From an optimization exercise on the open Yosys and OpenROAD flow, aimed at small area; shortcuts taken in it are not production practice.
Function was checked by simulation only, so behaviour that the tests miss may differ from the original.
Power is estimated from default activity; no workload was simulated.

==> flow/design.v <==
module mem_spi_flash_responder #(
  parameter int ADDR_BITS    = 8,
  parameter bit QE_INIT      = 1'b0,
  parameter int DUMMY_CYCLES = 8
) (
  input  logic       clk,
  input  logic       rst,
  input  logic       in_cs_n,
  input  logic       in_sclk,
  input  logic [3:0] in_io,
  output logic [3:0] out_io,
  output logic [3:0] out_io_oe,
  output logic       out_qe,
  output logic       out_wel
);
  localparam logic [3:0] C_NONE  = 4'b0000,
                         C_RD1   = 4'b0001,
                         C_RDQ   = 4'b0011,
                         C_SR1   = 4'b0100,
                         C_SR2   = 4'b0110,
                         C_WREN  = 4'b1000,
                         C_CLR   = 4'b1100,
                         C_WRSR  = 4'b1110,
                         C_PROG  = 4'b1101,
                         C_ERASE = 4'b1111;
  logic [2047:0] ring;
  logic [7:0]    t_q;
  logic          sclk_q;
  logic [5:0]    cnt_q;
  logic [3:0]    cmd_q;
  logic [6:0]    sh_q;
  logic [7:0]    x_q;
  logic [7:0]    rbuf_q;
  logic          wel_q, qe_q, wpend_q, er_pend_q, er_act_q;
  logic       mosi, rise, fall, idle, byte_done, adv, hit, cap, er_on;
  logic [7:0] op, s, tap;
  logic       tap7;
  logic       ph32, ph40;
  assign mosi  = in_io[0];
  assign rise  = in_sclk & ~sclk_q;
  assign fall  = ~in_sclk & sclk_q;
  assign idle  = in_cs_n;
  assign op    = {sh_q, mosi};
  assign ph32  = cnt_q[5];
  assign ph40  = cnt_q[5] & cnt_q[3];
  assign byte_done = rise & (cmd_q == C_PROG) & ph32 & (cnt_q[2:0] == 3'd7);
  assign adv = rise & (((cmd_q == C_RD1) & ph32 & (cnt_q[2:0] == 3'd7)) |
                       ((cmd_q == C_RDQ) & ph40 & ~cnt_q[0]));
  logic [8:0] sc;
  always_comb begin
    sc[0] = adv;
    for (int i = 0; i < 8; i++) begin
      s[i]    = x_q[i] ^ t_q[i] ^ sc[i];
      sc[i+1] = (x_q[i] & t_q[i]) | (x_q[i] & sc[i]) | (t_q[i] & sc[i]);
    end
  end
  assign cap = ~cmd_q[3] & cmd_q[0] & (s[2:0] == 3'd0);
  logic [15:0] tsel;
  always_comb begin
    tap  = '0;
    tap7 = 1'b0;
    for (int i = 0; i < 16; i++) begin
      tsel[i] = (s[7:4] == 4'(i));
      tap  = tap | ({8{tsel[i]}} & ring[128*i +: 8]);
      tap7 = tap7 | (tsel[i] & ring[128*i + 64 + 7]);
    end
  end
  assign hit = wpend_q & (s[5:0] == 6'd0);
  assign er_on = er_pend_q | er_act_q;
  always_ff @(posedge clk) begin
    for (int p = 0; p < 256; p++) begin
      if (p % 64 == 1) begin
        for (int b = 0; b < 8; b++)
          ring[8*p+b] <= (ring[8*(p-1)+b] & ~(hit & (s[7:6] == 2'((p-1)/64)) & ~rbuf_q[b])) | er_on;
      end else begin
        ring[8*p +: 8] <= ring[8*((p+255)%256) +: 8];
      end
    end
  end
  always_ff @(posedge clk) begin
    t_q    <= rst ? 8'd0 : t_q + 8'd1;
    sclk_q <= in_sclk;
    if (adv) sh_q <= {sh_q[5:3], rbuf_q[3:0]};
    else if (rise) sh_q <= {sh_q[5:0], mosi};
    if (fall && cnt_q[5:3] != 3'd0 && !cnt_q[5]) x_q <= {x_q[6:0], mosi};
    else if (adv || hit) x_q <= x_q + 8'd1;
    if (byte_done) rbuf_q <= op;
    else if (cap) begin
      if (s[3]) rbuf_q[7] <= tap7;
      else      rbuf_q    <= tap;
    end
  end
  always_ff @(posedge clk) begin
    if (idle) begin
      cnt_q <= '0;
      cmd_q <= C_NONE;
    end else if (rise) begin
      cnt_q[2:0] <= cnt_q[2:0] + 3'd1;
      if (cnt_q[2:0] == 3'd7 && cnt_q[5:3] != 3'd5) cnt_q[5:3] <= cnt_q[5:3] + 3'd1;
      if (cnt_q == 6'd7) begin
        case (op)
          8'h03:        cmd_q <= C_RD1;
          8'h6B:        cmd_q <= qe_q ? C_RDQ : C_NONE;
          8'h05:        cmd_q <= C_SR1;
          8'h35:        cmd_q <= C_SR2;
          8'h31:        cmd_q <= wel_q ? C_WRSR : C_NONE;
          8'h02:        cmd_q <= wel_q ? C_PROG : C_NONE;
          8'hC7, 8'h60: cmd_q <= wel_q ? C_ERASE : C_NONE;
          8'h04:        cmd_q <= wel_q ? C_CLR : C_NONE;
          8'h06:        cmd_q <= C_WREN;
          default:      cmd_q <= C_NONE;
        endcase
      end
    end
  end
  always_ff @(posedge clk) begin
    if (rst) begin
      wel_q     <= 1'b0;
      qe_q      <= QE_INIT;
      wpend_q   <= 1'b0;
      er_pend_q <= 1'b1;
      er_act_q  <= 1'b0;
    end else begin
      if (in_cs_n) begin
        if (cmd_q[3]) wel_q <= ~cmd_q[2];
      end
      if (rise && cmd_q == C_WRSR && cnt_q == 6'd15) qe_q <= sh_q[0];
      if (byte_done) wpend_q <= 1'b1;
      else if (hit) wpend_q <= 1'b0;
      if (in_cs_n && cmd_q == C_ERASE) er_pend_q <= 1'b1;
      else if (t_q[5:0] == 6'd0) er_pend_q <= 1'b0;
      if (er_pend_q && t_q[5:0] == 6'd0) er_act_q <= 1'b1;
      else if (t_q[5:0] == 6'd63) er_act_q <= 1'b0;
    end
  end
  logic       rd1, rdq, srd, sbit;
  logic [3:0] nib;
  assign rd1  = (cmd_q == C_RD1) & ph32;
  assign rdq  = (cmd_q == C_RDQ) & ph40;
  assign srd  = ~cmd_q[3] & cmd_q[2];
  assign sbit = (cmd_q[1] ? qe_q : wel_q) & (cnt_q[2:0] == 3'd6);
  assign nib  = cnt_q[0] ? sh_q[3:0] : rbuf_q[7:4];
  assign out_io_oe = {rdq, rdq, rd1 | rdq | srd, rdq};
  assign out_io    = {nib[3] & rdq, nib[2] & rdq,
                      (rbuf_q[~cnt_q[2:0]] & rd1) | (nib[1] & rdq) | (sbit & srd),
                      nib[0] & rdq};
  assign out_qe    = qe_q;
  assign out_wel   = wel_q;
endmodule
==> flow/config.mk <==
export PLATFORM = sky130hd
export DESIGN_NAME = mem_spi_flash_responder
export DESIGN_NICKNAME = mem_spi_flash_responder
export VERILOG_FILES = /design/flow/design.v
export SDC_FILE = /design/flow/constraint.sdc
export NUM_CORES = 4
export LEC_CHECK = 0
export CAP_MARGIN = 20
export CORE_MARGIN = 2
export CORE_UTILIZATION = 40
export SLEW_MARGIN = 20
==> flow/constraint.sdc <==
create_clock -name core_clock -period 8.0 [get_ports {clk}]
set_input_delay 1.6000 -clock core_clock [delete_from_list [all_inputs] [get_ports {clk}]]
set_output_delay 1.6000 -clock core_clock [all_outputs]
set_load 0.01 [all_outputs]
standard.sh (not shown) runs the stock make flow with config.mk's settings and CLKGATE_MAP_FILE= SYNTH_SCRIPT=/design/flow/synth_recipe.tcl, a recipe that flattens the netlist after the stock synthesis.
==> flow/flow/run.sh <==
#!/bin/bash
# The standard layout, except that:
# - ABC maps the logic with area recovery (flow/abc_area.script in place of ORFS's
#   abc_speed.script, in a copy of ORFS's scripts folder); registers are untouched;
# - the port buffers are made from the smallest buffer cell;
# - clock tree synthesis uses fixed sink clusters of clkbuf_8 and no dummy loads.
set -euo pipefail
rm -rf scripts_area
cp -r "$FLOW_HOME/scripts" scripts_area
cp flow/abc_area.script scripts_area/abc_speed.script
bash standard.sh SCRIPTS_DIR="$PWD/scripts_area" \
  BUFFER_PORTS_ARGS="-buffer_cell sky130_fd_sc_hd__buf_1" \
  CTS_ARGS="-sink_clustering_enable -repair_clock_nets -buf_list sky130_fd_sc_hd__clkbuf_8 -sink_clustering_size 20 -sink_clustering_max_diameter 70 -dont_use_dummy_load" \
  finish > flow_make.log 2>&1
==> flow/flow/abc_area.script <==
&get -n
&st
&dch
&nf -R 1000
&st
&dch
&nf -R 1000
&st
&dch
&nf -R 1000
&put
The first run ran to the end with no violations.
==> next run, changes <==
--- a/flow/design.v
+++ b/flow/design.v
@@ -79,5 +79,5 @@
   end
   always_ff @(posedge clk) begin
-    t_q    <= rst ? 8'd0 : t_q + 8'd1;
+    t_q    <= t_q + 8'd1;
     sclk_q <= in_sclk;
     if (adv) sh_q <= {sh_q[5:3], rbuf_q[3:0]};
Non-clock buffer count went up by 3.
Cell count decreases by about 0.4%.
Register-to-register slack improves by 0.02 ns.
Clock-buffer cell count came out lower by 2.
Wire length rose by 1.5%.
Fmax goes up by 2.3%.
Global-route usage rises by 0.33 points.
Via count falls by about 1.4%.
Hold slack gains 0.022 ns.
Final area barely changes.


## run 1
Another version of the RTL of mem_spi_flash_responder (not shown whole).
For scale: roughly 2700 cells after synthesis, roughly 2100 flip-flops, roughly 18 I/O pins.
==> module mem_spi_flash_responder, before the edit <==
module mem_spi_flash_responder #(
  parameter int ADDR_BITS    = 8,
  parameter bit QE_INIT      = 1'b0,
  parameter int DUMMY_CYCLES = 8
) (
  input  logic       clk,
  input  logic       rst,
  input  logic       in_cs_n,
  input  logic       in_sclk,
  input  logic [3:0] in_io,
  output logic [3:0] out_io,
  output logic [3:0] out_io_oe,
  output logic       out_qe,
  output logic       out_wel
);
  localparam logic [3:0] C_NONE  = 4'd0,
                         C_RD1   = 4'd1,
                         C_RDQ   = 4'd2,
                         C_SR1   = 4'd3,
                         C_SR2   = 4'd4,
                         C_WRSR  = 4'd5,
                         C_PROG  = 4'd6,
                         C_ERASE = 4'd7,
                         C_CLR   = 4'd8,
                         C_WREN  = 4'd9;
  logic [2047:0] ring;
  logic [7:0]    t_q;
  logic          sclk_q;
  logic [5:0]    cnt_q;
  logic [3:0]    cmd_q;
  logic [6:0]    sh_q;
  logic [7:0]    x_q;
  logic [7:0]    rbuf_q;
  logic          wel_q, qe_q, wpend_q, er_pend_q, er_act_q;
  logic       mosi, rise, idle, byte_done, adv, hit, cap, er_on;
  logic [7:0] op, fa, s, tap;
  logic       ph32, ph40;
  assign mosi  = in_io[0];
  assign rise  = in_sclk & ~sclk_q;
  assign idle  = in_cs_n | rst;
  assign op    = {sh_q, mosi};
  assign ph32  = cnt_q[5];
  assign ph40  = cnt_q[5] & cnt_q[3];
  assign byte_done = rise & (cmd_q == C_PROG) & ph32 & (cnt_q[2:0] == 3'd7);
  assign adv = rise & (((cmd_q == C_RD1) & ph32 & (cnt_q[2:0] == 3'd7)) |
                       ((cmd_q == C_RDQ) & ph40 & cnt_q[0]));
  assign fa  = ((cmd_q == C_RD1) & ~ph32) ? {x_q[6:0], mosi} : x_q;
  assign s   = fa + t_q + {7'd0, adv};
  assign cap = ((cmd_q == C_RD1) | (cmd_q == C_RDQ)) & (s[2:0] == 3'd0);
  assign tap = ring[{s[7:3], 6'd0} +: 8];
  assign hit = wpend_q & (s[5:0] == 6'd0);
  assign er_on = er_pend_q | er_act_q;
  always_ff @(posedge clk) begin
    for (int p = 0; p < 256; p++) begin
      if (p % 64 == 1) begin
        for (int b = 0; b < 8; b++)
          ring[8*p+b] <= (ring[8*(p-1)+b] & ~(hit & (s[7:6] == 2'((p-1)/64)) & ~rbuf_q[b])) | er_on;
      end else begin
        ring[8*p +: 8] <= ring[8*((p+255)%256) +: 8];
      end
    end
  end
  always_ff @(posedge clk) begin
    t_q    <= t_q + 8'd1;
    sclk_q <= in_sclk;
    if (rise) sh_q <= {sh_q[5:0], mosi};
    if (rise && cnt_q[5:3] != 3'd0 && !cnt_q[5]) x_q <= {x_q[6:0], mosi};
    else if (adv || hit) x_q <= x_q + 8'd1;
    if (byte_done) rbuf_q <= op;
    else if (cap) rbuf_q <= tap;
  end
  always_ff @(posedge clk) begin
    if (idle) begin
      cnt_q <= '0;
      cmd_q <= C_NONE;
    end else if (rise) begin
      cnt_q[2:0] <= cnt_q[2:0] + 3'd1;
      if (cnt_q[2:0] == 3'd7 && cnt_q[5:3] != 3'd5) cnt_q[5:3] <= cnt_q[5:3] + 3'd1;
      if (cnt_q == 6'd7) begin
        case (op)
          8'h03:        cmd_q <= C_RD1;
          8'h6B:        cmd_q <= qe_q ? C_RDQ : C_NONE;
          8'h05:        cmd_q <= C_SR1;
          8'h35:        cmd_q <= C_SR2;
          8'h31:        cmd_q <= wel_q ? C_WRSR : C_NONE;
          8'h02:        cmd_q <= wel_q ? C_PROG : C_NONE;
          8'hC7, 8'h60: cmd_q <= wel_q ? C_ERASE : C_NONE;
          8'h04:        cmd_q <= wel_q ? C_CLR : C_NONE;
          8'h06:        cmd_q <= C_WREN;
          default:      cmd_q <= C_NONE;
        endcase
      end
    end
  end
  always_ff @(posedge clk) begin
    if (rst) begin
      wel_q     <= 1'b0;
      qe_q      <= QE_INIT;
      wpend_q   <= 1'b0;
      er_pend_q <= 1'b1;
      er_act_q  <= 1'b0;
    end else begin
      if (in_cs_n) begin
        if (cmd_q == C_WREN) wel_q <= 1'b1;
        else if (cmd_q == C_CLR || cmd_q == C_WRSR || cmd_q == C_PROG || cmd_q == C_ERASE) wel_q <= 1'b0;
      end
      if (rise && cmd_q == C_WRSR && cnt_q == 6'd15) qe_q <= sh_q[0];
      if (byte_done) wpend_q <= 1'b1;
      else if (hit) wpend_q <= 1'b0;
      if (in_cs_n && cmd_q == C_ERASE) er_pend_q <= 1'b1;
      else if (t_q[5:0] == 6'd0) er_pend_q <= 1'b0;
      if (er_pend_q && t_q[5:0] == 6'd0) er_act_q <= 1'b1;
      else if (t_q[5:0] == 6'd63) er_act_q <= 1'b0;
    end
  end
  logic       rd1, rdq, srd, sbit;
  logic [3:0] nib;
  assign rd1  = (cmd_q == C_RD1) & ph32;
  assign rdq  = (cmd_q == C_RDQ) & ph40;
  assign srd  = (cmd_q == C_SR1) | (cmd_q == C_SR2);
  assign sbit = ((cmd_q == C_SR1) ? wel_q : qe_q) & (cnt_q[2:0] == 3'd6);
  assign nib  = cnt_q[0] ? rbuf_q[3:0] : rbuf_q[7:4];
  assign out_io_oe = {rdq, rdq, rd1 | rdq | srd, rdq};
  assign out_io    = {nib[3] & rdq, nib[2] & rdq,
                      (rbuf_q[~cnt_q[2:0]] & rd1) | (nib[1] & rdq) | (sbit & srd),
                      nib[0] & rdq};
  assign out_qe    = qe_q;
  assign out_wel   = wel_q;
endmodule
clock: 8.0 ns
lec_check: 0
cap_margin: 20
core_margin: 2
core_utilization: 40
cts_buf_list: sky130_fd_sc_hd__clkbuf_16
cts_cluster_diameter: 100
cts_cluster_size: 30
slew_margin: 20
run.sh (not shown) runs the stock make flow with config.mk's settings and CLKGATE_MAP_FILE= SYNTH_SCRIPT=/design/flow/synth_recipe.tcl, a recipe that flattens the netlist after the stock synthesis.
Stock flow here: none of the scripts above is used.
[inputs] run 2 vs run 1
diff --git a/flow/design.v b/flow/design.v
--- a/flow/design.v
+++ b/flow/design.v
@@ -31,9 +31,11 @@
   logic [6:0]    sh_q;
   logic [7:0]    x_q;
   logic [7:0]    rbuf_q;
+  logic [3:0]    hold_q;
   logic          wel_q, qe_q, wpend_q, er_pend_q, er_act_q;
   logic       mosi, rise, idle, byte_done, adv, hit, cap, er_on;
   logic [7:0] op, fa, s, tap;
+  logic       tap7;
   logic       ph32, ph40;
   assign mosi  = in_io[0];
   assign rise  = in_sclk & ~sclk_q;
@@ -43,11 +45,12 @@
   assign ph40  = cnt_q[5] & cnt_q[3];
   assign byte_done = rise & (cmd_q == C_PROG) & ph32 & (cnt_q[2:0] == 3'd7);
   assign adv = rise & (((cmd_q == C_RD1) & ph32 & (cnt_q[2:0] == 3'd7)) |
-                       ((cmd_q == C_RDQ) & ph40 & cnt_q[0]));
+                       ((cmd_q == C_RDQ) & ph40 & ~cnt_q[0]));
   assign fa  = ((cmd_q == C_RD1) & ~ph32) ? {x_q[6:0], mosi} : x_q;
   assign s   = fa + t_q + {7'd0, adv};
   assign cap = ((cmd_q == C_RD1) | (cmd_q == C_RDQ)) & (s[2:0] == 3'd0);
-  assign tap = ring[{s[7:3], 6'd0} +: 8];
+  assign tap  = ring[{s[7:4], 7'd0} +: 8];
+  assign tap7 = ring[{s[7:4], 7'd0} + 64 + 7];
   assign hit = wpend_q & (s[5:0] == 6'd0);
   assign er_on = er_pend_q | er_act_q;
   always_ff @(posedge clk) begin
@@ -67,7 +70,11 @@
     if (rise && cnt_q[5:3] != 3'd0 && !cnt_q[5]) x_q <= {x_q[6:0], mosi};
     else if (adv || hit) x_q <= x_q + 8'd1;
     if (byte_done) rbuf_q <= op;
-    else if (cap) rbuf_q <= tap;
+    else if (cap) begin
+      if (s[3]) rbuf_q[7] <= tap7;
+      else      rbuf_q    <= tap;
+    end
+    if (adv) hold_q <= rbuf_q[3:0];
   end
   always_ff @(posedge clk) begin
     if (idle) begin
@@ -119,7 +126,7 @@
   assign rdq  = (cmd_q == C_RDQ) & ph40;
   assign srd  = (cmd_q == C_SR1) | (cmd_q == C_SR2);
   assign sbit = ((cmd_q == C_SR1) ? wel_q : qe_q) & (cnt_q[2:0] == 3'd6);
-  assign nib  = cnt_q[0] ? rbuf_q[3:0] : rbuf_q[7:4];
+  assign nib  = cnt_q[0] ? hold_q : rbuf_q[7:4];
   assign out_io_oe = {rdq, rdq, rd1 | rdq | srd, rdq};
   assign out_io    = {nib[3] & rdq, nib[2] & rdq,
                       (rbuf_q[~cnt_q[2:0]] & rd1) | (nib[1] & rdq) | (sbit & srd),
Findings:
- Per the comparison of run 2 with run 1, number of global-route vias before repair now sits lower, worst-case setup margin in the final layout now sits higher, inserted tap cell count now sits lower, met2 usage now sits lower, length in cells of the worst reg-to-reg path now sits lower.
- Run 2 ended with more total net switching power than run 1.
- Diff run 1 -> run 2 | global-route usage | decrease of 0.86 points
- Synthesized area divided by synthesized cell count ends up higher on run 2.
- Maximum single-stage delay on the critical path was lower in the run labelled run 2.
- Of run 1 and run 2, run 2 shows the lower global-route track usage on met1, with run 1 above it.
- There was hardly any difference in number of synthesized register bits between run 1 and run 2.

-- static timing again, ports no longer ideal --
The flow's constraints put no driver on any port. The routed layouts listed below were extracted and timed again, unchanged, in two steps.
Step 1 (the two cells are an assumption about what drives the block):
set clk [get_ports {clk}]
set_driving_cell -lib_cell sky130_fd_sc_hd__clkbuf_16 $clk
set_driving_cell -lib_cell sky130_fd_sc_hd__buf_2 [delete_from_list [all_inputs] $clk]
Step 2 also shifts input and output timing later by t, the mid clock arrival at the registers, as if the neighbouring blocks saw the same clock.
Slacks: no drivers / after step 1 / after step 2; pairs: no drivers / after step 1.
run	t, ns	slack for setup (ns)	worst setup path after step 2	clock arrival spread, ns	pins driven straight from the clock port
the first run of note 1	0.789	1.269 / 1.292 / 0.502	input to register	0.147 / 0.147	1
the second run of note 1	0.816	1.417 / 1.407 / 0.591	input to register	0.103 / 0.103	1
run 1	0.733	2.100 / 2.045 / 1.312	input to register	0.034 / 0.034	1
run 2	0.735	2.243 / 2.279 / 1.544	input to register	0.053 / 0.052	1
After both steps every run listed still meets setup and hold. The setup slack of the second run of note 1, which loses most, moves by -0.010 ns with the drivers and by -0.826 ns with both steps.
